What follows belongs to an exercise in optimizing a design on an open flow for small area; a production flow would make more cautious choices. In this exercise RTL edits were held to simulation tests only and were not proved equivalent to the original. Power figures rest on the tool's default switching activity, not on a simulated workload. No driver is modelled on the clock port, so clocking that relies on it looks cheaper here than on a real chip.

==> flow/constraint.sdc <==
create_clock -name core_clock -period 8.0 [get_ports {i_clk}]
set_input_delay 1.6000 -clock core_clock [delete_from_list [all_inputs] [get_ports {i_clk}]]
set_output_delay 1.6000 -clock core_clock [all_outputs]
set_load 0.01 [all_outputs]
==> flow/run.sh <==
#!/bin/bash
# synth_recipe.tcl (not shown) runs the flow's synth.tcl, then flattens the netlist and writes it again
# the make line also repeats each setting of config.mk as NAME=value (left out here)
make -C /OpenROAD-flow-scripts/flow DESIGN_CONFIG=/design/flow/config.mk WORK_HOME=/design/flow/orfs CLKGATE_MAP_FILE= SYNTH_SCRIPT=/design/flow/synth_recipe.tcl finish
==> flow/design.v <==
package fp_writeback_pkg;
  localparam logic [1:0] STATUS_OK  = 2'b00;
  localparam logic [1:0] STATUS_EXC = 2'b10;
  localparam logic [1:0] STATUS_EOF = 2'b11;
endpackage
module fp_rf_aoi222 (
  input  logic a0, b0, a1, b1, a2, b2,
  output logic y
);
  assign y = ~((a0 & b0) | (a1 & b1) | (a2 & b2));
endmodule
module fp_rf_ao22 (
  input  logic a0, b0, a1, b1,
  output logic y
);
  assign y = (a0 & b0) | (a1 & b1);
endmodule
module fp_rf_nand4 (
  input  logic a, b, c, d,
  output logic y
);
  assign y = ~(a & b & c & d);
endmodule
module fp_rf_nand2 (
  input  logic a, b,
  output logic y
);
  assign y = ~(a & b);
endmodule
module fp_rf_or4 (
  input  logic a, b, c, d,
  output logic y
);
  assign y = a | b | c | d;
endmodule
module fp_rf_rdbit (
  input  logic [31:0] i_sel,
  input  logic [31:0] i_bit,
  output logic        o_bit
);
  logic [9:0] w_n;
  logic [3:0] w_p;
  for (genvar g = 0; g < 10; g++) begin : g_aoi
    fp_rf_aoi222 u_aoi (
      .a0 (i_sel[3*g]),   .b0 (i_bit[3*g]),
      .a1 (i_sel[3*g+1]), .b1 (i_bit[3*g+1]),
      .a2 (i_sel[3*g+2]), .b2 (i_bit[3*g+2]),
      .y  (w_n[g])
    );
  end
  fp_rf_nand4 u_p0 (.a(w_n[0]), .b(w_n[1]), .c(w_n[2]), .d(w_n[3]), .y(w_p[0]));
  fp_rf_nand4 u_p1 (.a(w_n[4]), .b(w_n[5]), .c(w_n[6]), .d(w_n[7]), .y(w_p[1]));
  fp_rf_nand2 u_p2 (.a(w_n[8]), .b(w_n[9]), .y(w_p[2]));
  fp_rf_ao22  u_p3 (
    .a0 (i_sel[30]), .b0 (i_bit[30]),
    .a1 (i_sel[31]), .b1 (i_bit[31]),
    .y  (w_p[3])
  );
  fp_rf_or4   u_o  (.a(w_p[0]), .b(w_p[1]), .c(w_p[2]), .d(w_p[3]), .y(o_bit));
endmodule
module fp_writeback (
  input  logic        i_clk,
  input  logic        i_rst,
  input  logic        i_valid,
  output logic        o_ready,
  input  logic [31:0] i_result,
  input  logic        i_exception,
  input  logic [4:0]  i_rd,
  input  logic        i_eof,
  input  logic [4:0]  i_rs1_addr,
  input  logic [4:0]  i_rs2_addr,
  output logic [31:0] o_rs1_data,
  output logic [31:0] o_rs2_data,
  output logic        o_status_valid,
  output logic [1:0]  o_status,
  output logic        o_halt,
  output logic [15:0] o_retired
);
  logic [31:0] r_wdata;
  logic [4:0]  r_wrd;
  logic        r_we;
  logic        r_status_valid;
  logic [1:0]  r_status;
  logic        r_halt;
  logic [15:0] r_retired;
  logic        w_transfer;
  logic [31:0] r_mem [32];
  logic [31:0] r_empty;
  assign w_transfer = i_valid && !r_halt;
  always_ff @(posedge i_clk) begin
    r_wdata <= i_result;
    r_wrd   <= i_rd;
  end
  always_ff @(posedge i_clk) begin
    if (i_rst) begin
      r_we           <= 1'b0;
      r_status_valid <= 1'b0;
      r_status       <= fp_writeback_pkg::STATUS_OK;
      r_halt         <= 1'b0;
      r_retired      <= '0;
    end else begin
      r_we           <= w_transfer && !i_exception;
      r_status_valid <= w_transfer;
      if (w_transfer) begin
        r_status <= i_exception ? fp_writeback_pkg::STATUS_EXC :
                    i_eof       ? fp_writeback_pkg::STATUS_EOF : fp_writeback_pkg::STATUS_OK;
        if (i_exception || i_eof) r_halt <= 1'b1;
      end
      if (r_we && (r_retired != 16'hFFFF)) r_retired <= r_retired + 16'd1;
    end
  end
  for (genvar gi = 0; gi < 32; gi++) begin : g_row
    always_ff @(posedge i_clk) begin
      if (r_we && (r_wrd == 5'(gi))) r_mem[gi] <= r_wdata;
    end
  end
  always_ff @(posedge i_clk) begin
    if (i_rst) r_empty <= '1;
    else if (r_we) r_empty[r_wrd] <= 1'b0;
  end
  logic [31:0] w_sel1, w_sel2;
  always_comb begin
    for (int i = 0; i < 32; i++) begin
      w_sel1[i] = !r_empty[i] && (i_rs1_addr == 5'(i));
      w_sel2[i] = !r_empty[i] && (i_rs2_addr == 5'(i));
    end
  end
  for (genvar gb = 0; gb < 32; gb++) begin : g_rd
    logic [31:0] w_col;
    for (genvar gr = 0; gr < 32; gr++) begin : g_col
      assign w_col[gr] = r_mem[gr][gb];
    end
    fp_rf_rdbit u_rd1 (.i_sel(w_sel1), .i_bit(w_col), .o_bit(o_rs1_data[gb]));
    fp_rf_rdbit u_rd2 (.i_sel(w_sel2), .i_bit(w_col), .o_bit(o_rs2_data[gb]));
  end
  assign o_status_valid = r_status_valid && !i_rst;
  assign o_status       = r_status;
  assign o_halt         = r_halt;
  assign o_retired      = r_retired;
  assign o_ready        = !r_halt;
endmodule
==> flow/config.mk <==
export PLATFORM = sky130hd
export DESIGN_NAME = fp_writeback
export DESIGN_NICKNAME = fp_writeback
export VERILOG_FILES = /design/flow/design.v
export SDC_FILE = /design/flow/constraint.sdc
export NUM_CORES = 4
export LEC_CHECK = 0
export CAP_MARGIN = 20
export CORE_MARGIN = 2
export CORE_UTILIZATION = 50
export CTS_BUF_LIST = sky130_fd_sc_hd__clkbuf_16
export CTS_CLUSTER_DIAMETER = 70
export CTS_CLUSTER_SIZE = 25
export SLEW_MARGIN = 20
export SYNTH_HIERARCHICAL = 1
export SYNTH_MINIMUM_KEEP_SIZE = 0
==> impl_metrics.json, run 1 <==
{
  "status": "finished clean",
  "critPathMaxStageDelay_ps": 950,
  "place_congestion": 0.8971,
  "grt_pass1_wl_mm": 229.7,
  "synth_area_leader_cell": "edfxtp_1",
  "min_from": "r_halt",
  "antenna_found_initial": 3,
  "postSynthAreaPerCell_um2": 17.74,
  "slew-limit-headroom": 0.2335,
  "postPlaceCellArea_um2": 46860,
  "critPathCaptureType": "primary output",
  "ys_types": 48,
  "ctsResizeCount": 0,
  "io_pins": 137,
  "postSynth.asyncResetShare": 0,
  "clk_latency_ps": 690,
  "routed_wl_mm": 166.6,
  "min_period_ps": 6928,
  "drive_gt1_frac": 0.1160,
  "path_buf_inv": 3,
  "clock_sink_count": 1114,
  "clk_pin_slew_ps": 80,
  "grt_setup_unrepaired": "no",
  "stdcell_area_um2": 48860,
  "maxSlewViolCount": 0,
  "path_class": "in -> out",
  "wl_per_cell_um": 42.76,
  "io_buffers": 136,
  "cp-startpoint": "i_rs1_addr[2]",
  "clkPwrFrac": 0.350,
  "path_depth": 8,
  "ys_ff_latch": 1114,
  "tritoncts": "done",
  "rrSetupSlack_ps": 5020,
  "h-tree-depth": 2,
  "intPower_uw": 7994,
  "ant_nets": 0,
  "p_leak_uw": 0.01520,
  "dieArea_um2": 88140,
  "syn_inst": 2418,
  "tightest_slew_ps": 1148,
  "sw_frac_of_total": 0.2078,
  "grt_usage": 0.3678,
  "numCtsBuffers": 58,
  "ys_top_cells_by_area": "edfxtp_1 (72%), a222oi_1 (15%), dfxtp_1 (4.2%)",
  "die_w_um": 296.9,
  "clockBufferDepth": 3,
  "syn_nets": 2477,
  "hold_viol_final": 0,
  "final_cell_mix": "edfxtp_1 (1024), a222oi_1 (640), clkdlybuf4s50_1 (135)",
  "die_h_um": 296.9,
  "grt_pass1_vias": 31430,
  "cap_violations": 0,
  "synthFlopType": "edfxtp_1",
  "path_max_fanout": 14,
  "num-fill-cells": 6573,
  "nNetsFinal": 2764,
  "drt_first_pass_iters": 13,
  "post-place-ws_ps": 1277,
  "place_hpwl_mm": 88.35,
  "synthToLayoutAreaGrowth_pct": 13.91,
  "grt_max_degree": 51,
  "crit_slowest_cell": "nor3_2",
  "drt-initial-drc-count": 7824,
  "final_common_cell": "edfxtp_1",
  "rr_endpoint": "r_mem[22][23]",
  "syn_area_um2": 42890,
  "finalCritPeriodShare": 0.8661,
  "worst_setup_path_start_kind": "input pin",
  "fmax_ghz": 0.1443,
  "cts_setup_buffers": 0,
  "critPathArrivalTime_ps": 5330,
  "p_seq_frac": 0.639,
  "fin_skew_ps": 31.17,
  "worst_r2r_path_depth": 4,
  "cts-root-buf": "clkbuf_16",
  "crit_chain": "clkdlybuf4s50_1 -> or3_1 -> nor3_2 -> buf_4 -> a222oi_1 -> nand4_1 -> or4_1 -> clkdlybuf4s50_1",
  "power-per-cell-area_nw_per_um2": 206.5,
  "r2r_start": "r_wrd[2]",
  "row_count": 107,
  "seq_area_frac_synth": 0.7589,
  "synth_top_area_share": 0.7169,
  "crit_end": "o_rs1_data[1]",
  "hold_class": "reg -> reg",
  "setup_viol": 0,
  "grt.overflow.total": 0,
  "vias": 31680,
  "switchingPower_uw": 2097,
  "critPathRequiredTime_ps": 6400,
  "comb_power_share": 0.011,
  "cp_common_cell": "clkdlybuf4s50_1",
  "tns_ps": 0,
  "worst_slack_ps": 1072,
  "core_um2": 85150,
  "start_util": 0.5037,
  "yosysWarnings": 8,
  "cp_top_family": "simple AND/OR/NAND/NOR gates",
  "drc": 0,
  "vias_per_cell": 8.130,
  "hold_buffers": 0,
  "synth_edf_count": 1024,
  "ir_drop_mv": 0.1669
}
[cells by family after synthesis]
logic type,synth area share
flip-flops,0.7589
AO/OA/AOI/OAI,0.1706
AND/OR/NAND/NOR,0.06505
buffers and inverters,0.002130
adder cells (fa/ha/maj),0.002042
XOR/XNOR,0.0008169
multiplexers,0.0004959
[state kept, by name (all words and copies together), names as in the netlist]
name	count
r_we	1
r_wdata	32
r_halt	1
r_wrd	5
r_status	2
r_status_valid	1
r_empty	32
r_mem	1024
r_retired	16
[modules after synthesis (local to each module, per instance), excerpt]
module	cells inside	area, µm²	flip-flops and latches	copies in the design
fp_rf_nand2	1	3.754	0	64
fp_writeback	1458	34400	1114	1
fp_rf_or4	1	7.507	0	64
fp_rf_aoi222	1	10.01	0	640
fp_rf_ao22	1	8.758	0	64
fp_rf_nand4	1	6.256	0	128
[synthesized netlist by cell type, types with 2 or more instances]
master,instances
edfxtp_1,1024
a222oi_1,640
nand4_1,132
nand2_1,93
dfxtp_1,90
nor3_1,77
or4_1,66
a22o_1,64
nor2_1,59
a21oi_1,34
and2_1,18
o21ai_0,15
clkbuf_1,13
nand3_1,10
or3_1,8
ha_1,7
inv_1,7
nand2b_1,7
nand3b_1,6
nor2b_1,6
and3_1,3
nand3_2,3
nor3b_1,2
nor4_1,2
o21ai_1,2
o311ai_1,2
o31ai_1,2
o41ai_1,2
or2_2,2
or3b_2,2
xnor2_1,2
xor2_1,2
[power groups by stage]
| stage | combinational, µW | clock (µW) | sequential (µW) |
|---|---|---|---|
| 6_report | 107 | 3530 | 6450 |
| 3_5_place_dp | 101 | 0 | 6580 |
| 5_1_grt | 111 | 3740 | 6460 |
| 4_1_cts | 102 | 3550 | 6450 |
| 3_3_place_gp | 100 | 0 | 6580 |
| 2_1_floorplan | 37.9 | 0 | 6540 |
[worst register-to-register path, delay by kind of cell (launching register included)]
family,cells,cell delay [ps]
and+or+nand+nor,3,1480
DFF,1,670
buffers and inverters,1,490
[metal layers]
metal / routed length (µm) / part of all wire / global-route usage
met1: 55690 / 0.33 / 0.4614
met2: 74830 / 0.45 / 0.5644
met3: 24330 / 0.15 / 0.1083
met4: 11720 / 0.070 / 0.2285
met5: 0 / 0 / 0
[worst min path at each step]
stage	to	slack, ps	depth (start not counted)
2_1_floorplan	r_empty[0]	450	2
3_3_place_gp	r_status[1]	470	2
3_5_place_dp	r_halt	490	2
4_1_cts	r_halt	500	2
5_1_grt	r_empty[24]	550	2
6_report	r_halt	500	2
[area by class of cell]
cell class,instances,area (µm²),share of cell area
sequential,1114,32570,0.6666
multi-input combinational,1281,10700,0.2191
timing repair buffer,243,2167,0.04435
clock buffer,59,1476,0.03022
tap,1144,1431,0.02930
clock inverter,45,476.7,0.009757
inverter,7,26.28,0.0005378
antenna,3,7.507,0.0001537
[metrics by stage]
step	power [µW]	util	instances	hold slack (ps)
2_1_floorplan	6580	-	2418	454.1
3_3_place_gp	6676	0.5504	3788	472.2
3_5_place_dp	6685	0.5504	3788	489.0
4_1_cts	10100	0.5733	3892	501.2
5_1_grt	10310	0.5737	3893	549.4
6_report	10090	0.5738	3896	501.9
==> inputs of run 2 (changes only) <==
==> flow/flow/run.sh (new file) <==
#!/bin/bash
# Layout flow: the standard ORFS flow (standard.sh), with two changes passed to ORFS
# through its own variables:
#  - the port buffers are buf_1 cells instead of the buffer buffer_ports picks by default;
#  - clock tree synthesis clusters sinks under clkbuf_16 buffers without dummy loads.
# make's full output goes to standard.log here; ORFS writes each step's log under orfs/logs.
set -euo pipefail
export BUFFER_PORTS_ARGS="-buffer_cell sky130_fd_sc_hd__buf_1"
export CTS_ARGS="-sink_clustering_enable -repair_clock_nets -dont_use_dummy_load -buf_list sky130_fd_sc_hd__clkbuf_16 -sink_clustering_size 30 -sink_clustering_max_diameter 70"
bash standard.sh > standard.log 2>&1
==> flow/standard.sh (new file) <==
#!/bin/bash
# synth_recipe.tcl (not shown) runs the flow's synth.tcl, then flattens the netlist and writes it again
# the make line also repeats each setting of config.mk as NAME=value (left out here)
make -C /OpenROAD-flow-scripts/flow DESIGN_CONFIG=/design/flow/config.mk WORK_HOME=/design/flow/orfs CLKGATE_MAP_FILE= SYNTH_SCRIPT=/design/flow/synth_recipe.tcl "${@:-finish}"
removed: flow/run.sh
==> impl_metrics.json, run 2 <==
{
  "setup_viol": 0,
  "syn_area_um2": 42890,
  "ys_ff_latch": 1114,
  "rr_endpoint": "r_mem[5][25]",
  "ir_drop_mv": 0.1948,
  "hold_viol_final": 0,
  "cts_setup_buffers": 0,
  "critPathCaptureType": "primary output",
  "rrSetupSlack_ps": 5050,
  "cts-root-buf": "clkbuf_16",
  "drive_gt1_frac": 0.1046,
  "status": "finished clean",
  "syn_inst": 2418,
  "maxSlewViolCount": 0,
  "routed_wl_mm": 158.0,
  "start_util": 0.5037,
  "multi_input_area_um2": 10700,
  "p_leak_uw": 0.01452,
  "postLayoutCoreUtil": 0.5564,
  "io_buffers": 136,
  "tightest_slew_ps": 1162,
  "num-fill-cells": 6726,
  "drt_first_pass_iters": 14,
  "ant_nets": 0,
  "grt.overflow.total": 0,
  "synthToLayoutAreaGrowth_pct": 10.44,
  "fmax_ghz": 0.1651,
  "grt_pass1_wl_mm": 218.5,
  "tritoncts": "done",
  "hold_buffers": 0,
  "grt_max_degree": 51,
  "drc": 0,
  "biggestRegsByFlops": "r_mem x1024, r_empty x32, r_wdata x32",
  "grt_pass1_vias": 30430,
  "ys_types": 48,
  "die_w_um": 296.9,
  "final_common_cell": "edfxtp_1",
  "largest_register_ffs": 1024,
  "vias_per_cell": 8.183,
  "post-place-ws_ps": 2120,
  "numCtsBuffers": 54,
  "antenna_found_initial": 6,
  "fin_skew_ps": 63.25,
  "clock_sink_count": 1114,
  "ctsResizeCount": 0,
  "min_period_ps": 6056,
  "grt_usage": 0.3460,
  "cap_violations": 0,
  "crit_end": "o_rs1_data[26]",
  "yosys.cell_count.top_type": "edfxtp_1",
  "r2r_start": "r_wrd[0]",
  "clk_latency_ps": 670,
  "postSynthAreaPerCell_um2": 17.74,
  "synth_area_leader_cell": "edfxtp_1",
  "core_um2": 85150,
  "synthTopCellsByCount": "edfxtp_1 (1024), a222oi_1 (640), nand4_1 (132)",
  "seq_area_frac_synth": 0.7589,
  "path_max_fanout": 32,
  "critPathRequiredTime_ps": 6400,
  "finalCritPeriodShare": 0.7570,
  "place_hpwl_mm": 86.29,
  "io_pins": 137,
  "synth_edf_count": 1024,
  "p_total_uw": 9469,
  "regMostFlops": "r_mem",
  "postSynth.asyncResetShare": 0,
  "critPathArrivalTime_ps": 4460,
  "syn_nets": 2477,
  "final_cell_mix": "edfxtp_1 (1024), a222oi_1 (640), buf_1 (135)",
  "worst_slack_ps": 1944,
  "vias": 31420,
  "worst_r2r_path_depth": 4,
  "place_congestion": 0.8882,
  "dieArea_um2": 88140,
  "synthFlopType": "edfxtp_1",
  "path_class": "in -> out",
  "ys_top_cells_by_area": "edfxtp_1 (72%), a222oi_1 (15%), dfxtp_1 (4.2%)",
  "row_count": 107,
  "cp-startpoint": "i_rs1_addr[1]",
  "clk_pin_slew_ps": 80,
  "grt_setup_unrepaired": "no",
  "slew-limit-headroom": 0.2242,
  "power-per-cell-area_nw_per_um2": 199.9,
  "wl_per_cell_um": 41.14,
  "yosysWarnings": 8,
  "clockBufferDepth": 3,
  "seq_area_um2": 32570,
  "drt-initial-drc-count": 7974,
  "worst_setup_path_start_kind": "input pin",
  "antenna-diode-count": 0,
  "synth_top_area_share": 0.7169,
  "hold_class": "reg -> reg",
  "tns_ps": 0,
  "die_h_um": 296.9,
  "nNetsFinal": 2757,
  "h-tree-depth": 2
}
[run 2: cell count changes in the layout (fill, tap and decap cells not counted), sizes merged]
cell,before,now
inv,33,7
clkinv,10,0
diode,3,0
clkinvlp,3,0
clkdlybuf4s50,135,0
buf,108,239
bufinv,6,0
clkbuf,59,55
[run 2: cell type report]
type,instances,share of cell area
sequential,1114,0.6875
multi-input combinational,1281,0.2258
tap,1144,0.03022
clock buffer,54,0.02853
timing repair buffer,240,0.02736
inverter,7,0.0005547
[run 2: layer usage]
layer	share of wire	wire length, µm	track usage	vias up
li1	-	-	-	12160
met1	0.34	53110	0.4400	15650
met2	0.46	72190	0.5477	3001
met3	0.15	23990	0.1071	618
met4	0.055	8655	0.1545	2
met5	0.00010	16	0.004329	-
[run 2: worst min path at each step]
stage	cells after the start	slack [ps]	end	from
after CTS	2	510	r_empty[24]	r_empty[24]
after floorplan	2	450	r_empty[0]	r_empty[0]
after global placement	2	470	r_status[1]	r_status[1]
final	2	510	r_empty[24]	r_empty[24]
after detailed placement	2	500	r_empty[24]	r_empty[24]
after global routing	2	530	r_empty[4]	r_empty[4]
[run 2: per-module statistics from Yosys (local to each module, per instance), a selection]
module        copies in the design  flip-flops and latches  cell area (µm²)  cells
fp_rf_or4                       64                       0            7.507      1
fp_rf_nand2                     64                       0            3.754      1
fp_rf_ao22                      64                       0            8.758      1
fp_writeback                     1                    1114            34400   1458
fp_rf_aoi222                   640                       0            10.01      1
fp_rf_nand4                    128                       0            6.256      1
[run 2: power by group]
part,switching [µW],internal (µW)
clock network,1730,1200
logic,68.0,20.9
registers,83.9,6370
total,1880,7590
[run 2: cell families (layout without fill, tap and decap cells)]
logic type	count (synthesis)	count (layout)	synth area share
adders and majority gates	7	7	0.002042
AOI/OAI and AO/OA	765	765	0.1706
xor gates and xnor gates	4	4	0.0008169
muxes	2	2	0.0004959
buffers and inverters	23	301	0.002130
and+or+nand+nor	503	503	0.06505
DFF	1114	1114	0.7589
[run 2: through the flow]
stage / hold WS, ps / cell area (µm²) / cells
after global routing: 530.4 / 47370 / 3840
after detailed placement: 496.8 / 45990 / 3785
after global placement: 473.0 / 45990 / 3785
after floorplan: 454.1 / 42890 / 2418
final: 508.6 / 47370 / 3840
after CTS: 507.2 / 47340 / 3839
[run 2: critical path, cell delays in order]
cell      delay (ps)
buf_1            140
nand2b_1         530
nor3_2            90
buf_4            360
a222oi_1         570
nand4_1          350
or4_1            630
buf_1            160
==> inputs of run 3 (changes only) <==
--- a/flow/design.v
+++ b/flow/design.v
@@ -16,2 +16,14 @@
   assign y = (a0 & b0) | (a1 & b1);
+endmodule
+module fp_rf_and3 (
+  input  logic a, b, c,
+  output logic y
+);
+  assign y = a & b & c;
+endmodule
+module fp_rf_and2 (
+  input  logic a, b,
+  output logic y
+);
+  assign y = a & b;
 endmodule
@@ -87,3 +99,3 @@
   logic [31:0] r_mem [32];
-  logic [31:0] r_empty;
+  logic [31:0] r_valid;
   assign w_transfer = i_valid && !r_halt;
@@ -111,16 +123,27 @@
   end
-  for (genvar gi = 0; gi < 32; gi++) begin : g_row
-    always_ff @(posedge i_clk) begin
-      if (r_we && (r_wrd == 5'(gi))) r_mem[gi] <= r_wdata;
+  logic [3:0] w_wlo, w_lo1, w_lo2;
+  logic [7:0] w_whi, w_hi1, w_hi2;
+  always_comb begin
+    for (int k = 0; k < 4; k++) begin
+      w_wlo[k] = (r_wrd[1:0] == 2'(k));
+      w_lo1[k] = (i_rs1_addr[1:0] == 2'(k));
+      w_lo2[k] = (i_rs2_addr[1:0] == 2'(k));
+    end
+    for (int k = 0; k < 8; k++) begin
+      w_whi[k] = r_we && (r_wrd[4:2] == 3'(k));
+      w_hi1[k] = (i_rs1_addr[4:2] == 3'(k));
+      w_hi2[k] = (i_rs2_addr[4:2] == 3'(k));
     end
   end
-  always_ff @(posedge i_clk) begin
-    if (i_rst) r_empty <= '1;
-    else if (r_we) r_empty[r_wrd] <= 1'b0;
-  end
-  logic [31:0] w_sel1, w_sel2;
-  always_comb begin
-    for (int i = 0; i < 32; i++) begin
-      w_sel1[i] = !r_empty[i] && (i_rs1_addr == 5'(i));
-      w_sel2[i] = !r_empty[i] && (i_rs2_addr == 5'(i));
+  logic [31:0] w_we, w_sel1, w_sel2;
+  for (genvar gi = 0; gi < 32; gi++) begin : g_row
+    fp_rf_and2 u_we   (.a(w_wlo[gi % 4]), .b(w_whi[gi / 4]), .y(w_we[gi]));
+    fp_rf_and3 u_sel1 (.a(r_valid[gi]), .b(w_lo1[gi % 4]), .c(w_hi1[gi / 4]), .y(w_sel1[gi]));
+    fp_rf_and3 u_sel2 (.a(r_valid[gi]), .b(w_lo2[gi % 4]), .c(w_hi2[gi / 4]), .y(w_sel2[gi]));
+    always_ff @(posedge i_clk) begin
+      if (w_we[gi]) r_mem[gi] <= r_wdata;
+    end
+    always_ff @(posedge i_clk) begin
+      if (i_rst) r_valid[gi] <= 1'b0;
+      else if (w_we[gi]) r_valid[gi] <= 1'b1;
     end
==> impl_metrics.json, run 3 <==
{
  "drt-initial-drc-count": 7001,
  "hold_class": "reg -> reg",
  "io_pins": 137,
  "min_period_ps": 6242,
  "clock_sink_count": 1114,
  "syn_area_um2": 42660,
  "grt_max_degree": 55,
  "post-place-ws_ps": 1893,
  "status": "finished clean",
  "place_congestion": 0.9115,
  "antenna_found_initial": 2,
  "p_total_uw": 9444,
  "tritoncts": "done",
  "critPathArrivalTime_ps": 4640,
  "vias": 29960,
  "path_max_fanout": 32,
  "drc": 0,
  "setup_viol": 0,
  "finalCritPeriodShare": 0.7802,
  "largest_register_ffs": 1024,
  "nNetsFinal": 2685,
  "fmax_ghz": 0.1602,
  "synth_top_area_share": 0.7207,
  "synthFlopType": "edfxtp_1",
  "synth_edf_count": 1024,
  "ant_nets": 0,
  "worst_slack_ps": 1758,
  "biggestRegsByFlops": "r_mem x1024, r_valid x32, r_wdata x32",
  "drt_first_pass_iters": 11,
  "ys_ff_latch": 1114,
  "grt_setup_unrepaired": "no",
  "path_class": "in -> out",
  "die_w_um": 296.1,
  "h-tree-depth": 2,
  "cap_violations": 0,
  "ys_top_cells_by_area": "edfxtp_1 (72%), a222oi_1 (15%), dfxtp_1 (4.2%)",
  "critPathRequiredTime_ps": 6400,
  "maxSlewViolCount": 0,
  "synthToLayoutAreaGrowth_pct": 9.291,
  "dieArea_um2": 87680,
  "yosys.cell_count.top_type": "edfxtp_1",
  "cts-root-buf": "clkbuf_16",
  "cts_setup_buffers": 0,
  "final_cell_mix": "edfxtp_1 (1024), a222oi_1 (640), buf_1 (135)",
  "num-fill-cells": 6791,
  "clockBufferDepth": 3,
  "grt_pass1_wl_mm": 206.3,
  "worst_setup_path_start_kind": "input pin",
  "stdcell_count": 3775,
  "tns_ps": 0,
  "hold_viol_final": 0,
  "ys_types": 36,
  "grt_usage": 0.3309,
  "ir_drop_mv": 0.1735,
  "yosysWarnings": 8,
  "regMostFlops": "r_mem",
  "seq_area_frac_synth": 0.7630,
  "synth_area_leader_cell": "edfxtp_1",
  "start_util": 0.5026,
  "final_common_cell": "edfxtp_1",
  "syn_nets": 2423,
  "fin_skew_ps": 53.27,
  "p_leak_uw": 0.01470,
  "hold_slack_ps": 494.6,
  "syn_inst": 2370,
  "clk_pin_slew_ps": 70,
  "hold_buffers": 0,
  "grt.overflow.total": 0,
  "power-per-cell-area_nw_per_um2": 202.5,
  "grt_pass1_vias": 29110,
  "wl_per_cell_um": 39.39,
  "io_buffers": 136,
  "postSynthAreaPerCell_um2": 18.00,
  "tightest_slew_ps": 1190,
  "routed_wl_mm": 148.7,
  "dp.cells": 3719,
  "die_h_um": 296.1,
  "slew-limit-headroom": 0.2069,
  "critPathCaptureType": "primary output",
  "numCtsBuffers": 54,
  "synthTopCellsByCount": "edfxtp_1 (1024), a222oi_1 (640), nand4_1 (132)",
  "place_hpwl_mm": 83.61,
  "postSynth.asyncResetShare": 0,
  "clk_latency_ps": 680,
  "row_count": 107,
  "ctsResizeCount": 0,
  "core_um2": 84880,
  "drive_gt1_frac": 0.07871,
  "vias_per_cell": 7.937
}
## run 3: changes by cell type in the layout (fill, tap and decap cells not counted), sizes merged, moves of 17 or more
cell	previous run	this run
and2	18	35
nor2	59	86
a21oi	34	12
nand2	93	75
and3	4	67
nor3	77	7
buf	239	213
## run 3: cell type report
type                    instances  area, µm²  share of cell area
well taps                    1144       1431             0.03070
flip-flops and latches       1114      32570              0.6985
repair buffers                214       1110             0.02380
clock buffers                  54       1351             0.02898
diodes                          1      2.502          0.00005367
multi-input cells            1246      10160              0.2178
inverters                       2      7.507           0.0001610
## run 3: per-module statistics from Yosys (local to each module, per instance), a selection
module	cells inside	copies in the design
fp_rf_or4	1	64
fp_rf_nand4	1	128
fp_rf_nand2	1	64
fp_writeback	1314	1
fp_rf_ao22	1	64
fp_rf_and2	1	32
## run 3: per-layer routing
layer | track usage | vias to the layer above | routed length [µm]
met2 | 0.5113 | 2610 | 67070
met5 | 0 | - | 9
met3 | 0.08094 | 335 | 21190
li1 | - | 11930 | -
met1 | 0.4418 | 15080 | 52480
met4 | 0.1599 | 2 | 7955
## run 3: worst max-delay path, cell delays in order
cell      delay, ps
buf_1           150
nor2b_1         690
and3_2         1040
a222oi_1        320
nand4_1         300
or4_1           300
buf_1           190
## run 3: cells by family after synthesis
group	count (synthesis)	synth area share
compound gates	731	0.1670
xor+xnor	2	0.0004107
fa+ha+maj	1	0.0002932
buf+inv	10	0.0009092
flops	1114	0.7630
mux	2	0.0004693
simple gates	510	0.06792
## run 3: power breakdown
group          total (µW)  switching, µW  internal (µW)
Sequential           6430           66.7           6360
Combinational        89.2           70.4           18.8
Clock                2920           1720           1200
Total                9440           1860           7580
## run 3: final timing paths
path	start	endpoint	slack [ps]	cells past startpoint
max	i_rs2_addr[0]	o_rs2_data[27]	1760	7
min	r_status[0]	r_status[0]	490	2
max reg2reg	r_wrd[0]	r_mem[17][22]	5460	2
min reg2reg	r_status[0]	r_status[0]	490	2
## run 3: stage by stage
step | utilization | cell area [µm²]
6_report | 0.5493 | 46630
5_1_grt | 0.5493 | 46620
4_1_cts | 0.5487 | 46580
3_5_place_dp | 0.5328 | 45220
3_3_place_gp | 0.5328 | 45220
2_1_floorplan | - | 42660
==> inputs of run 4 (changes only) <==
--- a/flow/flow/run.sh
+++ b/flow/flow/run.sh
@@ -8,3 +8,3 @@
 export BUFFER_PORTS_ARGS="-buffer_cell sky130_fd_sc_hd__buf_1"
-export CTS_ARGS="-sink_clustering_enable -repair_clock_nets -dont_use_dummy_load -buf_list sky130_fd_sc_hd__clkbuf_16 -sink_clustering_size 30 -sink_clustering_max_diameter 70"
+export CTS_ARGS="-sink_clustering_enable -repair_clock_nets -dont_use_dummy_load -buf_list sky130_fd_sc_hd__clkbuf_16 -sink_clustering_size 30 -sink_clustering_max_diameter 100"
 bash standard.sh > standard.log 2>&1
==> impl_metrics.json, run 4 <==
{
  "status": "finished clean",
  "syn_nets": 2423,
  "postPlaceCellArea_um2": 45220,
  "grt_pass1_wl_mm": 205.4,
  "ys_types": 36,
  "numCtsBuffers": 43,
  "clock_sink_count": 1114,
  "tightest_slew_ps": 1194,
  "start_util": 0.5026,
  "tritoncts": "done",
  "drc": 0,
  "wl_met1_mm": 52.62,
  "min_period_ps": 6230,
  "h-tree-depth": 2,
  "place_hpwl_mm": 83.61,
  "holdPathStages": 2,
  "cap_violations": 0,
  "grt_setup_unrepaired": "no",
  "yosys.cell_count.top_type": "edfxtp_1",
  "maxSlewViolCount": 0,
  "highest_layer": "met5",
  "clk_latency_ps": 640,
  "finalCritPeriodShare": 0.7787,
  "nNetsFinal": 2673,
  "seq_area_frac_synth": 0.7630,
  "row_count": 107,
  "core_um2": 84880,
  "ant_nets": 0,
  "switchingPower_uw": 1804,
  "min_from": "r_valid[9]",
  "rr_endpoint": "r_mem[17][25]",
  "ctsResizeCount": 0,
  "p_seq_frac": 0.702,
  "slew-limit-headroom": 0.2042,
  "clockBufferDepth": 3,
  "syn_inst": 2370,
  "wl_per_cell_um": 39.34,
  "rrSetupSlack_ps": 5430,
  "r2r_start": "r_we",
  "path_class": "in -> out",
  "io_buffers": 136,
  "die_h_um": 296.1,
  "cts-root-buf": "clkbuf_16",
  "synthToLayoutAreaGrowth_pct": 8.610,
  "hold-path-endpoint": "r_valid[9]",
  "synth_area_leader_cell": "edfxtp_1",
  "hold_buffers": 0,
  "critPathCaptureType": "primary output",
  "syn_area_um2": 42660,
  "antenna_found_initial": 2,
  "dieArea_um2": 87680,
  "ys_ff_latch": 1114,
  "clk_pin_slew_ps": 90,
  "regMostFlops": "r_mem",
  "p_total_uw": 9164,
  "vias": 29780,
  "postSynth.asyncResetShare": 0,
  "wl_met3_mm": 20.61,
  "synthTopCellsByCount": "edfxtp_1 (1024), a222oi_1 (640), nand4_1 (132)",
  "routed_wl_mm": 148.1,
  "drt-initial-drc-count": 7062,
  "grt.overflow.total": 0,
  "intPower_uw": 7360,
  "synthFlopType": "edfxtp_1",
  "fin_skew_ps": 39.13,
  "drive_gt1_frac": 0.07448,
  "postSynthAreaPerCell_um2": 18.00,
  "cts_setup_buffers": 0,
  "biggestRegsByFlops": "r_mem x1024, r_valid x32, r_wdata x32",
  "tns_ps": 0,
  "path_max_fanout": 32,
  "sw_frac_of_total": 0.1969,
  "die_w_um": 296.1,
  "power-per-cell-area_nw_per_um2": 197.8,
  "stdcell_area_um2": 46340,
  "vias_per_cell": 7.911,
  "post-place-ws_ps": 1893,
  "io_pins": 137,
  "place_congestion": 0.9115,
  "worst_slack_ps": 1770,
  "ir_drop_mv": 0.1619,
  "setup_viol": 0,
  "largest_register_ffs": 1024,
  "ys_top_cells_by_area": "edfxtp_1 (72%), a222oi_1 (15%), dfxtp_1 (4.2%)",
  "grt_usage": 0.3294,
  "grt_max_degree": 55,
  "synth_edf_count": 1024,
  "clkPwrFrac": 0.288,
  "p_leak_uw": 0.01456,
  "final_common_cell": "edfxtp_1",
  "grt_pass1_vias": 28930,
  "critPathArrivalTime_ps": 4630,
  "hold_viol_final": 0,
  "final_cell_mix": "edfxtp_1 (1024), a222oi_1 (640), buf_1 (135)",
  "wl_met2_mm": 66.47,
  "hold_class": "reg -> reg",
  "drt_first_pass_iters": 13,
  "worst_r2r_path_depth": 3,
  "synth_top_area_share": 0.7207,
  "comb_power_share": 0.010,
  "yosysWarnings": 8,
  "critPathRequiredTime_ps": 6400,
  "hold_slack_ps": 498.7,
  "fmax_ghz": 0.1605,
  "worst_setup_path_start_kind": "input pin"
}
## run 4: modules after synthesis (local to each module, per instance), excerpt
module | area [µm²] | copies in the design
fp_rf_aoi222 | 10.01 | 640
fp_rf_and2 | 6.256 | 32
fp_rf_or4 | 7.507 | 64
fp_writeback | 33570 | 1
fp_rf_nand2 | 3.754 | 64
fp_rf_ao22 | 8.758 | 64
fp_rf_and3 | 6.256 | 64
fp_rf_nand4 | 6.256 | 128
## run 4: cells by family (layout without fill, tap and decap cells)
logic type / after synthesis / after routing / share of synthesized area
buffers and inverters: 10 / 258 / 0.0009092
adder cells (fa/ha/maj): 1 / 1 / 0.0002932
XOR/XNOR: 2 / 2 / 0.0004107
AO/OA/AOI/OAI: 731 / 731 / 0.1670
other: 0 / 3 / 0
multiplexers: 2 / 2 / 0.0004693
flip-flops: 1114 / 1114 / 0.7630
AND/OR/NAND/NOR: 510 / 510 / 0.06792
## run 4: stage by stage
step	util	cells
after floorplan	-	2370
final	0.5459	3765
after global placement	0.5328	3719
after CTS	0.5455	3762
after detailed placement	0.5328	3719
after global routing	0.5458	3762
## run 4: layout make-up
class                      count  area (µm²)
multi-input combinational   1246       10160
fill                        6824       38540
timing repair buffer         213        1090
tap                         1144        1431
inverter                       2       7.507
antenna                        3       7.507
sequential                  1114       32570
clock buffer                  43        1076
## run 4: power by group through the flow
stage          Clock [µW]  Combinational [µW]  Sequential (µW)
4_1_cts              2670                87.9             6430
5_1_grt              2840                94.0             6440
3_3_place_gp            0                84.8             6560
2_1_floorplan           0                23.6             6540
3_5_place_dp            0                88.0             6560
6_report             2640                88.7             6430
## run 4: how the worst max path moves through the flow
stage | start | slack [ps] | depth (start not counted) | endpoint
floorplan | i_rs2_addr[4] | 3110 | 5 | o_rs2_data[0]
global placement | i_rs2_addr[3] | 1930 | 8 | o_rs2_data[25]
detailed placement | i_rs2_addr[4] | 1890 | 8 | o_rs2_data[16]
CTS | i_rs2_addr[4] | 1890 | 8 | o_rs2_data[16]
global route | i_rs2_addr[4] | 1770 | 8 | o_rs2_data[16]
finish | i_rs2_addr[0] | 1770 | 7 | o_rs2_data[13]
## run 4: critical path, cell delays in order
cell and delay [ps]:
buf_1 150, nor2b_1 670, and3_2 1050, a222oi_1 290, nand4_1 310, or4_1 170
buf_1 330
## run 4: layer usage
metal,GRT usage,up-vias
met5,0,-
met4,0.1609,2
met3,0.07682,362
met2,0.5077,2507
met1,0.4430,15010
li1,-,11900
==> inputs of run 5 (changes only) <==
--- a/flow/design.v
+++ b/flow/design.v
@@ -10,8 +10,2 @@
   assign y = ~((a0 & b0) | (a1 & b1) | (a2 & b2));
-endmodule
-module fp_rf_ao22 (
-  input  logic a0, b0, a1, b1,
-  output logic y
-);
-  assign y = (a0 & b0) | (a1 & b1);
 endmodule
@@ -35,3 +29,3 @@
 endmodule
-module fp_rf_nand2 (
+module fp_rf_nor2 (
   input  logic a, b,
@@ -39,9 +33,9 @@
 );
-  assign y = ~(a & b);
+  assign y = ~(a | b);
 endmodule
-module fp_rf_or4 (
-  input  logic a, b, c, d,
+module fp_rf_tail (
+  input  logic q, n0, n1, a0, b0, a1, b1,
   output logic y
 );
-  assign y = a | b | c | d;
+  assign y = ~(q & n0 & n1 & ~((a0 & b0) | (a1 & b1)));
 endmodule
@@ -53,3 +47,4 @@
   logic [9:0] w_n;
-  logic [3:0] w_p;
+  logic [1:0] w_p;
+  logic       w_q;
   for (genvar g = 0; g < 10; g++) begin : g_aoi
@@ -64,9 +59,9 @@
   fp_rf_nand4 u_p1 (.a(w_n[4]), .b(w_n[5]), .c(w_n[6]), .d(w_n[7]), .y(w_p[1]));
-  fp_rf_nand2 u_p2 (.a(w_n[8]), .b(w_n[9]), .y(w_p[2]));
-  fp_rf_ao22  u_p3 (
+  fp_rf_nor2  u_q  (.a(w_p[0]), .b(w_p[1]), .y(w_q));
+  fp_rf_tail  u_o  (
+    .q  (w_q), .n0 (w_n[8]), .n1 (w_n[9]),
     .a0 (i_sel[30]), .b0 (i_bit[30]),
     .a1 (i_sel[31]), .b1 (i_bit[31]),
-    .y  (w_p[3])
+    .y  (o_bit)
   );
-  fp_rf_or4   u_o  (.a(w_p[0]), .b(w_p[1]), .c(w_p[2]), .d(w_p[3]), .y(o_bit));
 endmodule
==> impl_metrics.json, run 5 <==
{
  "yosys.cell_count.top_type": "edfxtp_1",
  "setup_viol": 0,
  "status": "finished clean",
  "h-tree-depth": 2,
  "hold-path-endpoint": "r_valid[19]",
  "clock_sink_count": 1114,
  "stdcell_area_um2": 46480,
  "ys_top_cells_by_area": "edfxtp_1 (72%), a222oi_1 (15%), dfxtp_1 (4.2%)",
  "grt_setup_unrepaired": "no",
  "nNetsFinal": 2707,
  "grt_max_degree": 55,
  "synth_area_leader_cell": "edfxtp_1",
  "ctsResizeCount": 0,
  "fmax_ghz": 0.1602,
  "num-fill-cells": 6579,
  "wl_per_cell_um": 40.96,
  "power-per-cell-area_nw_per_um2": 197.4,
  "ys_types": 36,
  "routed_wl_mm": 155.1,
  "grt.overflow.total": 0,
  "clk_pin_slew_ps": 120,
  "dp.cells": 3740,
  "fin_skew_ps": 46.93,
  "clockBufferDepth": 3,
  "postSynthAreaPerCell_um2": 17.93,
  "p_leak_uw": 0.01406,
  "path_max_fanout": 14,
  "hold_buffers": 0,
  "grt_usage": 0.3481,
  "yosysWarnings": 8,
  "ys_ff_latch": 1114,
  "worst_setup_path_start_kind": "input pin",
  "tritoncts": "done",
  "postSynth.asyncResetShare": 0,
  "stdcell_count": 3786,
  "place_hpwl_mm": 92.31,
  "synthToLayoutAreaGrowth_pct": 9.346,
  "antenna_found_initial": 1,
  "drt_first_pass_iters": 11,
  "io_buffers": 136,
  "numCtsBuffers": 43,
  "postPlaceCellArea_um2": 45290,
  "drive_gt1_frac": 0.09276,
  "final_common_cell": "edfxtp_1",
  "vias_per_cell": 8.090,
  "io_pins": 137,
  "seq_area_um2": 32590,
  "grt_pass1_vias": 29190,
  "multi_input_area_um2": 9995,
  "synthFlopType": "edfxtp_1",
  "dieArea_um2": 87360,
  "biggestRegsByFlops": "r_mem x1024, r_valid x32, r_wdata x32",
  "postLayoutCoreUtil": 0.5536,
  "syn_inst": 2370,
  "critPathCaptureType": "primary output",
  "slew-limit-headroom": 0.2174,
  "final_cell_mix": "edfxtp_1 (1024), a222oi_1 (640), nand4_1 (196)",
  "rrSetupSlack_ps": 5470,
  "r2r_start": "r_we",
  "synth_edf_count": 1024,
  "hold_viol_final": 0,
  "drc": 0,
  "ir_drop_mv": 0.1855,
  "grt_pass1_wl_mm": 213.9,
  "min_from": "r_valid[19]",
  "holdPathStages": 2,
  "die_h_um": 295.6,
  "start_util": 0.5063,
  "tns_ps": 0,
  "core_um2": 83950,
  "rr_endpoint": "r_mem[3][8]",
  "drt-initial-drc-count": 7774,
  "seq_area_frac_synth": 0.7659,
  "cts-root-buf": "clkbuf_16",
  "largest_register_ffs": 1024,
  "die_w_um": 295.6,
  "cap_violations": 0,
  "syn_area_um2": 42500,
  "finalCritPeriodShare": 0.7805,
  "row_count": 106,
  "vias": 30630,
  "worst_r2r_path_depth": 3,
  "regMostFlops": "r_mem",
  "ant_nets": 0,
  "synth_top_area_share": 0.7235,
  "tightest_slew_ps": 1174,
  "clk_latency_ps": 630,
  "min_period_ps": 6244,
  "critPathArrivalTime_ps": 4640,
  "synthTopCellsByCount": "edfxtp_1 (1024), a222oi_1 (640), nand4_1 (196)",
  "hold_class": "reg -> reg",
  "place_congestion": 0.9251,
  "path_class": "in -> out",
  "syn_nets": 2423,
  "maxSlewViolCount": 0,
  "cts_setup_buffers": 0,
  "critPathRequiredTime_ps": 6400,
  "antenna-diode-count": 0
}
## run 5: report_power, final
part | internal [µW] | leakage (µW) | switching (µW) | total, µW
registers | 6370 | 0.00994 | 93.3 | 6460
logic | 16.3 | 0.00359 | 45.5 | 61.8
clock network | 976 | 0.000530 | 1680 | 2660
total | 7360 | 0.0141 | 1820 | 9180
## run 5: kinds of logic (layout without fill, tap and decap cells)
| kind of cell | Yosys count | in the layout | synth area share |
|---|---|---|---|
| adders and majority gates | 1 | 1 | 0.0002943 |
| buffers and inverters | 10 | 292 | 0.0009126 |
| muxes | 2 | 2 | 0.0004710 |
| DFF | 1114 | 1114 | 0.7659 |
| and+or+nand+nor | 510 | 510 | 0.06629 |
| xor gates and xnor gates | 2 | 2 | 0.0004122 |
| AOI/OAI and AO/OA | 731 | 731 | 0.1658 |
## run 5: layout make-up
cell class / instances / area share
clock buffer: 43 / 0.02315
tap: 1134 / 0.03053
timing repair buffer: 247 / 0.02991
inverter: 2 / 0.0001615
multi-input combinational: 1246 / 0.2150
sequential: 1114 / 0.7012
## run 5: how the worst max path moves through the flow
stage,startpoint,end,cells after the start
after global routing,i_rs1_addr[4],o_rs1_data[15],8
final,i_rs1_addr[0],o_rs1_data[21],10
after floorplan,i_rs1_addr[2],o_rs1_data[0],6
after CTS,i_rs2_addr[3],o_rs2_data[18],9
after detailed placement,i_rs2_addr[0],o_rs2_data[15],8
after global placement,i_rs2_addr[3],o_rs2_data[18],9
## run 5: per-module statistics from Yosys (local to each module, per instance), excerpt
module	cell area [µm²]	copies in the design	cells inside
fp_rf_aoi222	10.01	640	1
fp_rf_tail	13.76	64	2
fp_rf_and3	6.256	64	1
fp_rf_nor2	3.754	64	1
fp_rf_nand4	6.256	128	1
fp_writeback	33570	1	1314
fp_rf_and2	6.256	32	1
## run 5: worst max-delay path: stages
cell      delay [ps]
buf_1            160
nor2b_1          640
and3_1           810
buf_4            300
buf_4            290
a222oi_1         120
nand4_1          250
nor2_1           130
nand4_1          140
buf_1            180
## run 5: per-layer routing
layer  part of all wire  GRT usage  routed length, µm
met5           0.000084          0                 13
met4              0.048     0.1426               7375
met3               0.15    0.08630              22660
met1               0.36     0.4748              55100
met2               0.45     0.5386              69910
## run 5: stage by stage
step	hold WS (ps)	total power, µW	setup slack (ps)
floorplan	447.1	6565	3346
global placement	456.2	6637	1915
detailed placement	469.3	6648	1879
CTS	496.4	9177	1900
global route	518.6	9377	1701
finish	497.0	9177	1756
==> inputs of run 6 (changes only) <==
--- a/flow/config.mk
+++ b/flow/config.mk
@@ -9,3 +9,3 @@
 export CORE_MARGIN = 2
-export CORE_UTILIZATION = 50
+export CORE_UTILIZATION = 62
 export CTS_BUF_LIST = sky130_fd_sc_hd__clkbuf_16
==> impl_metrics.json, run 6 <==
{
  "hold_buffers": 0,
  "grt_max_degree": 55,
  "tightest_slew_ps": 1343,
  "dp.cells": 3457,
  "syn_nets": 2423,
  "vias_per_cell": 8.845,
  "fmax_ghz": 0.1565,
  "clockBufferDepth": 3,
  "io_buffers": 136,
  "clock_sink_count": 1114,
  "seq_area_frac_synth": 0.7659,
  "rrSetupSlack_ps": 5390,
  "nNetsFinal": 2682,
  "routed_wl_mm": 149.7,
  "rr_endpoint": "r_mem[29][16]",
  "path_class": "in -> out",
  "tritoncts": "done",
  "yosys.cell_count.top_type": "edfxtp_1",
  "slew-limit-headroom": 0.1047,
  "p_leak_uw": 0.01392,
  "ys_ff_latch": 1114,
  "status": "finished clean",
  "ctsResizeCount": 0,
  "yosysWarnings": 8,
  "grt_setup_unrepaired": "no",
  "biggestRegsByFlops": "r_mem x1024, r_valid x32, r_wdata x32",
  "critPathRequiredTime_ps": 6400,
  "worst_setup_path_start_kind": "input pin",
  "path_max_fanout": 20,
  "synth_area_leader_cell": "edfxtp_1",
  "dieArea_um2": 70660,
  "fin_skew_ps": 62.80,
  "final_common_cell": "edfxtp_1",
  "crit_end": "o_rs2_data[18]",
  "r2r_start": "r_we",
  "ys_top_cells_by_area": "edfxtp_1 (72%), a222oi_1 (15%), dfxtp_1 (4.2%)",
  "syn_inst": 2370,
  "synth_top_area_share": 0.7235,
  "antenna_found_initial": 2,
  "start_util": 0.6295,
  "regMostFlops": "r_mem",
  "setup_viol": 0,
  "ir_drop_mv": 0.1852,
  "grt_pass1_vias": 29540,
  "tns_ps": 0,
  "drc": 0,
  "vias": 30980,
  "postSynthAreaPerCell_um2": 17.93,
  "io_pins": 137,
  "grt.overflow.total": 0,
  "synth_edf_count": 1024,
  "synthToLayoutAreaGrowth_pct": 8.069,
  "power-per-cell-area_nw_per_um2": 199.4,
  "row_count": 95,
  "maxSlewViolCount": 0,
  "critPathCaptureType": "primary output",
  "drt_first_pass_iters": 14,
  "synthFlopType": "edfxtp_1",
  "worst_r2r_path_depth": 4,
  "place_hpwl_mm": 86.32,
  "wl_per_cell_um": 42.74,
  "cts_setup_buffers": 0,
  "hold_class": "reg -> reg",
  "grt_usage": 0.4150,
  "largest_register_ffs": 1024,
  "final_cell_mix": "edfxtp_1 (1024), a222oi_1 (640), nand4_1 (196)",
  "clk_pin_slew_ps": 110,
  "postSynth.asyncResetShare": 0,
  "cp-startpoint": "i_rs2_addr[4]",
  "min_period_ps": 6392,
  "drive_gt1_frac": 0.08184,
  "hold_viol_final": 0,
  "grt_pass1_wl_mm": 207.8,
  "core_um2": 67510,
  "syn_area_um2": 42500,
  "die_w_um": 265.8,
  "p_total_uw": 9158,
  "stdcell_count": 3502,
  "cap_violations": 0,
  "numCtsBuffers": 43,
  "drt-initial-drc-count": 8495,
  "place_congestion": 0.9291,
  "ys_types": 36,
  "clk_latency_ps": 650,
  "die_h_um": 265.8,
  "h-tree-depth": 2,
  "ant_nets": 0,
  "synthTopCellsByCount": "edfxtp_1 (1024), a222oi_1 (640), nand4_1 (196)",
  "cts-root-buf": "clkbuf_16",
  "finalCritPeriodShare": 0.7990,
  "critPathArrivalTime_ps": 4790
}
## run 6: how the worst min path moves through the flow
| stage | start | endpoint | slack (ps) | cells past startpoint |
|---|---|---|---|---|
| 2_1_floorplan | r_valid[0] | r_valid[0] | 450 | 2 |
| 3_3_place_gp | r_valid[15] | r_valid[15] | 460 | 2 |
| 3_5_place_dp | r_valid[13] | r_valid[13] | 470 | 2 |
| 4_1_cts | r_valid[13] | r_valid[13] | 500 | 2 |
| 5_1_grt | r_valid[9] | r_valid[9] | 520 | 2 |
| 6_report | r_valid[7] | r_valid[7] | 490 | 2 |
## run 6: critical path, cell delays in order
cell and delay, ps:
buf_1 230, nor3b_1 640, and3_1 830, buf_4 480, a222oi_1 190, nand4_1 370
nor2_1 90, nand4_1 150, buf_1 190
## run 6: logic make-up after synthesis
family | share of synthesized area
buffers and inverters | 0.0009126
DFF | 0.7659
AOI/OAI and AO/OA | 0.1658
xor gates and xnor gates | 0.0004122
and+or+nand+nor | 0.06629
adders and majority gates | 0.0002943
muxes | 0.0004710
## run 6: layout make-up
type | instances | area (µm²)
Multi-Input combinational cell | 1246 | 9992
Clock buffer | 43 | 1076
Sequential cell | 1114 | 32590
Tap cell | 873 | 1092
Inverter | 2 | 7.507
Antenna cell | 2 | 5.005
Timing Repair Buffer | 222 | 1170
Fill cell | 4546 | 21580
## run 6: per-stage QoR
stage	area (µm²)	worst slack [ps]	hold WS (ps)	util
2_1_floorplan	42500	3346	447.1	-
3_3_place_gp	44770	1857	457.4	0.6632
3_5_place_dp	44810	1849	471.0	0.6637
4_1_cts	45890	1852	496.6	0.6797
5_1_grt	45930	1605	523.4	0.6803
6_report	45930	1608	493.4	0.6803
## run 6: report_power, final
part,switching [µW],internal (µW),total [µW],leakage [µW]
Sequential,99.2,6370,6470,0.00994
Combinational,45.1,16.7,61.8,0.00345
Clock,1660,973,2630,0.000530
## run 6: routing by layer
layer  track usage  wire length (µm)  vias to the layer above
li1              -                 -                    11920
met1        0.5747             49750                    15250
met2        0.6037             64740                     3268
met3        0.1296             26820                      539
met4        0.2021              8371                        0
met5             0                 0                        -
## run 6: Yosys stat by module, one instance, submodules excluded, excerpt
module / copies in the design / flops+latches / cells inside / cell area [µm²]
fp_rf_and2: 32 / 0 / 1 / 6.256
fp_rf_aoi222: 640 / 0 / 1 / 10.01
fp_rf_nand4: 128 / 0 / 1 / 6.256
fp_rf_nor2: 64 / 0 / 1 / 3.754
fp_rf_tail: 64 / 0 / 2 / 13.76
fp_writeback: 1 / 1114 / 1314 / 33570
==> inputs of run 7 (changes only) <==
==> flow/flow/run.sh (replaced) <==
#!/bin/bash
# Layout flow: the standard ORFS flow (standard.sh), with two changes passed to ORFS
# through its own variables:
#  - the port buffers are buf_1 cells instead of the buffer buffer_ports picks by default;
#  - clock tree synthesis clusters sinks under clkbuf_8 buffers without dummy loads.
# make's full output goes to standard.log here; ORFS writes each step's log under orfs/logs.
set -euo pipefail
export BUFFER_PORTS_ARGS="-buffer_cell sky130_fd_sc_hd__buf_1"
export CTS_ARGS="-sink_clustering_enable -repair_clock_nets -dont_use_dummy_load -buf_list sky130_fd_sc_hd__clkbuf_8 -sink_clustering_size 18 -sink_clustering_max_diameter 100"
bash standard.sh > standard.log 2>&1
==> impl_metrics.json, run 7 <==
{
  "cts-root-buf": "clkbuf_8",
  "hold_slack_ps": 495.0,
  "die_w_um": 265.8,
  "vias_per_cell": 8.842,
  "path_max_fanout": 20,
  "hold_viol_final": 0,
  "path_class": "in -> out",
  "antenna_found_initial": 7,
  "grt_pass1_wl_mm": 208.9,
  "vias": 31220,
  "largest_register_ffs": 1024,
  "tightest_slew_ps": 1292,
  "synthAdderAreaFrac": 0.0002944,
  "drt-initial-drc-count": 8500,
  "grt_usage": 0.4175,
  "critPathRequiredTime_ps": 6400,
  "postLayoutCoreUtil": 0.6793,
  "io_buffers": 136,
  "synthToLayoutAreaGrowth_pct": 7.898,
  "clockBufferDepth": 3,
  "num-fill-cells": 4547,
  "final_common_cell": "edfxtp_1",
  "grt_max_degree": 55,
  "finalCritPeriodShare": 0.7998,
  "ys_types": 36,
  "numCtsBuffers": 71,
  "synth_edf_count": 1024,
  "worst_setup_path_start_kind": "input pin",
  "ctsResizeCount": 0,
  "hold_class": "reg -> reg",
  "grt_setup_unrepaired": "no",
  "postSynth.asyncResetShare": 0,
  "row_count": 95,
  "synthTopCellsByCount": "edfxtp_1 (1024), a222oi_1 (640), nand4_1 (196)",
  "wl_per_cell_um": 42.55,
  "core_um2": 67510,
  "regMostFlops": "r_mem",
  "yosysWarnings": 8,
  "synth_top_family_by_area": "compound AO/OA/AOI/OAI gates",
  "die_h_um": 265.8,
  "synth.area.mux_share": 0.0004710,
  "ys_top_cells_by_area": "edfxtp_1 (72%), a222oi_1 (15%), dfxtp_1 (4.2%)",
  "nNetsFinal": 2711,
  "synth_area_leader_cell": "edfxtp_1",
  "biggestRegsByFlops": "r_mem x1024, r_valid x32, r_wdata x32",
  "multi_input_area_um2": 9991,
  "start_util": 0.6295,
  "drive_gt1_frac": 0.09187,
  "critPathCaptureType": "primary output",
  "seq_area_frac_synth": 0.7659,
  "clock_sink_count": 1114,
  "synth_top_area_share": 0.7235,
  "syn_area_um2": 42500,
  "h-tree-depth": 3,
  "grt.overflow.total": 0,
  "fin_skew_ps": 40.92,
  "maxSlewViolCount": 0,
  "syn_nets": 2423,
  "tns_ps": 0,
  "final_cell_mix": "edfxtp_1 (1024), a222oi_1 (640), nand4_1 (196)",
  "cts_setup_buffers": 0,
  "place_hpwl_mm": 86.32,
  "slew-limit-headroom": 0.1384,
  "critPathArrivalTime_ps": 4800,
  "power-per-cell-area_nw_per_um2": 196.6,
  "hold_buffers": 0,
  "place_congestion": 0.9291,
  "fmax_ghz": 0.1563,
  "synth_compound_area_frac": 0.1658,
  "status": "finished clean",
  "ant_nets": 0,
  "seq_area_um2": 32590,
  "clk_latency_ps": 730,
  "io_pins": 137,
  "drt_first_pass_iters": 14,
  "cap_violations": 0,
  "yosys.cell_count.top_type": "edfxtp_1",
  "drc": 0,
  "p_leak_uw": 0.01391,
  "min_period_ps": 6398,
  "routed_wl_mm": 150.2,
  "clk_pin_slew_ps": 110,
  "synth_xor_area_frac": 0.0004121,
  "postSynthAreaPerCell_um2": 17.93,
  "synth_simple_gate_area_share": 0.06629,
  "ys_ff_latch": 1114,
  "syn_inst": 2370,
  "ir_drop_mv": 0.1927,
  "synthFlopType": "edfxtp_1",
  "grt_pass1_vias": 29860,
  "setup_viol": 0,
  "tritoncts": "done",
  "dieArea_um2": 70660
}
==> run 7: changes by cell type in the layout (fill, tap and decap cells not counted), sizes merged <==
cell,delta
buf,+1
clkbuf,+28
==> run 7: where the power goes <==
part | internal [µW] | total (µW) | leakage (µW) | switching [µW]
clock network | 804 | 2490 | 0.000510 | 1690
logic | 16.7 | 61.7 | 0.00346 | 44.9
registers | 6370 | 6460 | 0.00994 | 98.2
total | 7190 | 9020 | 0.0139 | 1830
==> run 7: final cells by class <==
| type | count | area share |
|---|---|---|
| flip-flops and latches | 1114 | 0.7106 |
| multi-input cells | 1246 | 0.2179 |
| repair buffers | 223 | 0.02611 |
| well taps | 873 | 0.02382 |
| clock buffers | 71 | 0.02131 |
| inverters | 2 | 0.0001637 |
| diodes | 2 | 0.0001091 |
==> run 7: worst paths after layout <==
path              cells after the start  slack, ps     startpoint             end
hold reg to reg                       2        490     r_valid[7]      r_valid[7]
hold / removal                        2        490     r_valid[7]      r_valid[7]
setup reg to reg                      4       5370           r_we   r_mem[29][16]
setup / recovery                      9       1600  i_rs2_addr[4]  o_rs2_data[13]
==> run 7: Yosys stat by module, one instance, submodules excluded, excerpt <==
module,cells inside,flip-flops and latches
fp_rf_and2,1,0
fp_writeback,1314,1114
fp_rf_aoi222,1,0
fp_rf_nand4,1,0
fp_rf_nor2,1,0
fp_rf_tail,2,0
fp_rf_and3,1,0
==> run 7: worst max-delay path, cell delays in order <==
cell      delay, ps
buf_1           220
nor3b_1         630
and3_1          860
buf_4           490
a222oi_1        180
nand4_1         350
nor2_1           90
nand4_1         170
buf_1           180
==> run 7: routing by layer <==
metal  track usage  up-vias  wire length (µm)
li1              -    11960                 -
met1        0.5732    15340             49680
met4        0.2120        4              8295
met2        0.6081     3350             64880
met3        0.1294      559             27240
met5       0.01386        -               149
==> run 7: cell families after synthesis <==
family / after synthesis
AO/OA/AOI/OAI: 731
XOR/XNOR: 2
adder cells (fa/ha/maj): 1
buffers and inverters: 10
flip-flops: 1114
multiplexers: 2
AND/OR/NAND/NOR: 510
==> run 7: per-stage QoR <==
step	instances	setup WS, ps	instance area (µm²)	power [µW]
4_1_cts	3528	1846	45790	9012
3_3_place_gp	3456	1857	44770	6641
6_report	3531	1602	45860	9017
2_1_floorplan	2370	3346	42500	6565
5_1_grt	3530	1648	45860	9196
3_5_place_dp	3457	1849	44810	6650
==> inputs of run 8 (changes only) <==
--- a/flow/config.mk
+++ b/flow/config.mk
@@ -13,2 +13,3 @@
 export CTS_CLUSTER_SIZE = 25
+export PLACE_DENSITY = 0.85
 export SLEW_MARGIN = 20
==> impl_metrics.json, run 8 <==
{
  "status": "finished clean",
  "min_period_ps": 6478,
  "synthToLayoutAreaGrowth_pct": 7.619,
  "cap_violations": 0,
  "path_class": "in -> out",
  "multi_input_area_um2": 9988,
  "setup_viol": 0,
  "hold_class": "reg -> reg",
  "grt_usage": 0.4042,
  "hold_viol_final": 0,
  "worst_slack_ps": 1522,
  "slew-limit-headroom": 0.1767,
  "cts_setup_buffers": 0,
  "grt.overflow.total": 0,
  "antenna_found_initial": 7,
  "fmax_ghz": 0.1544,
  "clock_sink_count": 1114,
  "fin_skew_ps": 43.34,
  "critPathRequiredTime_ps": 6400,
  "path_max_fanout": 20,
  "dieArea_um2": 70660,
  "power-per-cell-area_nw_per_um2": 196.6,
  "routed_wl_mm": 146.5,
  "place_congestion": 0.9757,
  "wl_per_cell_um": 41.63,
  "yosys.cell_count.top_type": "edfxtp_1",
  "grt_pass1_vias": 31100,
  "syn_inst": 2370,
  "ys_ff_latch": 1114,
  "place_hpwl_mm": 82.31,
  "io_buffers": 136,
  "tightest_slew_ps": 1235,
  "yosysWarnings": 8,
  "grt_setup_unrepaired": "no",
  "final_common_cell": "edfxtp_1",
  "critPathCaptureType": "primary output",
  "clockBufferDepth": 3,
  "vias": 31960,
  "ir_drop_mv": 0.1525,
  "seq_area_um2": 32580,
  "drt_first_pass_iters": 15,
  "synth_edf_count": 1024,
  "ctsResizeCount": 0,
  "core_um2": 67510,
  "final_cell_mix": "edfxtp_1 (1024), a222oi_1 (640), nand4_1 (196)",
  "vias_per_cell": 9.082,
  "stdcell_count": 3519,
  "cts-root-buf": "clkbuf_8",
  "postSynth.asyncResetShare": 0,
  "biggestRegsByFlops": "r_mem x1024, r_valid x32, r_wdata x32",
  "seq_area_frac_synth": 0.7659,
  "post-place-ws_ps": 1859,
  "hold_slack_ps": 501.7,
  "syn_nets": 2423,
  "ys_top_cells_by_area": "edfxtp_1 (72%), a222oi_1 (15%), dfxtp_1 (4.2%)",
  "h-tree-depth": 3,
  "drive_gt1_frac": 0.08283,
  "dp.cells": 3445,
  "regMostFlops": "r_mem",
  "worst_setup_path_start_kind": "input pin",
  "critPathArrivalTime_ps": 4880,
  "clk_pin_slew_ps": 110,
  "row_count": 95,
  "start_util": 0.6295,
  "nNetsFinal": 2699,
  "die_w_um": 265.8,
  "drt-initial-drc-count": 10130,
  "synth_area_leader_cell": "edfxtp_1",
  "p_leak_uw": 0.01385,
  "stdcell_area_um2": 45740,
  "ys_types": 36,
  "synthFlopType": "edfxtp_1",
  "synthTopCellsByCount": "edfxtp_1 (1024), a222oi_1 (640), nand4_1 (196)",
  "clk_latency_ps": 730,
  "ant_nets": 0,
  "grt_pass1_wl_mm": 205.0,
  "tns_ps": 0,
  "io_pins": 137,
  "maxSlewViolCount": 0,
  "largest_register_ffs": 1024,
  "syn_area_um2": 42500,
  "postSynthAreaPerCell_um2": 17.93,
  "grt_max_degree": 55,
  "finalCritPeriodShare": 0.8097,
  "tritoncts": "done",
  "numCtsBuffers": 71,
  "die_h_um": 265.8,
  "drc": 0,
  "num-fill-cells": 4209,
  "hold_buffers": 0,
  "synth_top_area_share": 0.7235,
  "postPlaceCellArea_um2": 44690
}
-- run 8: cell counts after synthesis --
No cell type changed its count.
-- run 8: final timing paths --
check                   end  slack [ps]          start  cells past startpoint
max          o_rs1_data[12]        1520  i_rs1_addr[0]                      9
min             r_valid[28]         500    r_valid[28]                      2
max reg2reg   r_mem[31][14]        5320           r_we                      4
min reg2reg     r_valid[28]         500    r_valid[28]                      2
-- run 8: final cells by class --
cell class	instances	share of cell area
Tap cell	873	0.02388
Timing Repair Buffer	211	0.02377
Inverter	2	0.0001641
Sequential cell	1114	0.7123
Multi-Input combinational cell	1246	0.2184
Clock buffer	71	0.02136
Antenna cell	2	0.0001094
-- run 8: per-layer routing --
metal  routed length [µm]  part of all wire  up-vias  global-route usage
met5                  140           0.00096        -             0.01040
met3                31280              0.21      961              0.1756
met4                12340             0.084        8              0.2654
met1                41430              0.28    14790              0.5043
li1                     -                 -    11950                   -
met2                61320              0.42     4254              0.5767
-- run 8: worst max-delay path, stage by stage --
cell      delay [ps]
buf_1            140
nor2b_1          710
and3_1           950
buf_4            510
a222oi_1         150
nand4_1          340
nor2_1            80
nand4_1          190
buf_1            180
-- run 8: cells by family (layout without fill, tap and decap cells) --
kind of cell               Yosys count  after routing  share of synthesized area
AOI/OAI and AO/OA                  731            731                     0.1658
xor gates and xnor gates             2              2                  0.0004122
adders and majority gates            1              1                  0.0002943
buffers and inverters               10            284                  0.0009126
DFF                               1114           1114                     0.7659
muxes                                2              2                  0.0004710
other                                0              2                          0
and+or+nand+nor                    510            510                    0.06629
-- run 8: power breakdown --
group          total, µW  switching (µW)  internal (µW)
sequential          6460            96.2           6370
combinational       59.2            43.6           15.6
clock               2470            1670            804
-- run 8: per-stage QoR --
stage	power, µW	util
6_report	8991	0.6775
5_1_grt	9147	0.6775
4_1_cts	8946	0.6764
3_5_place_dp	6643	0.6619
3_3_place_gp	6631	0.6617
2_1_floorplan	6565	-
-- run 8: Yosys stat by module, one instance, submodules excluded, excerpt --
module | cells | cell area, µm² | flip-flops and latches | copies in the design
fp_rf_tail | 2 | 13.76 | 0 | 64
fp_rf_aoi222 | 1 | 10.01 | 0 | 640
fp_rf_and3 | 1 | 6.256 | 0 | 64
fp_writeback | 1314 | 33570 | 1114 | 1
fp_rf_and2 | 1 | 6.256 | 0 | 32
fp_rf_nand4 | 1 | 6.256 | 0 | 128
fp_rf_nor2 | 1 | 3.754 | 0 | 64

-- port drivers added, routing unchanged --
The results above use ideal ports. As a check the final layouts listed here were re-extracted and re-timed, cells and wires unchanged.
Step 1 (the two cells are an assumption about what drives the block):
set clk [get_ports {i_clk}]
set_driving_cell -lib_cell sky130_fd_sc_hd__clkbuf_16 $clk
set_driving_cell -lib_cell sky130_fd_sc_hd__buf_2 [delete_from_list [all_inputs] $clk]
Step 2 also shifts input and output timing later by t, the mid clock arrival at the registers, as if the neighbouring blocks saw the same clock.
Three values: ideal, step 1, step 2; two values: the first two.
run | shift t [ns] | setup slack, ns | latest minus earliest clock arrival (ns) | pins driven straight from the clock port
run 1 | 0.736 | 1.072 / 1.047 / 1.047 | 0.034 / 0.035 | 1
run 2 | 0.700 | 1.944 / 1.910 / 1.910 | 0.078 / 0.077 | 1
run 3 | 0.719 | 1.758 / 1.732 / 1.732 | 0.067 / 0.066 | 1
run 4 | 0.694 | 1.770 / 1.744 / 1.744 | 0.040 / 0.040 | 1
run 5 | 0.679 | 1.756 / 1.727 / 1.727 | 0.049 / 0.049 | 1
run 6 | 0.695 | 1.608 / 1.557 / 1.557 | 0.066 / 0.065 | 1
run 7 | 0.776 | 1.602 / 1.548 / 1.548 | 0.044 / 0.044 | 1
run 8 | 0.766 | 1.522 / 1.492 / 1.492 | 0.057 / 0.057 | 1
After both steps setup and hold are still met in every run listed. For run 7, which loses most, drivers alone change the setup slack by -0.054 ns; drivers and shift together by -0.054 ns.
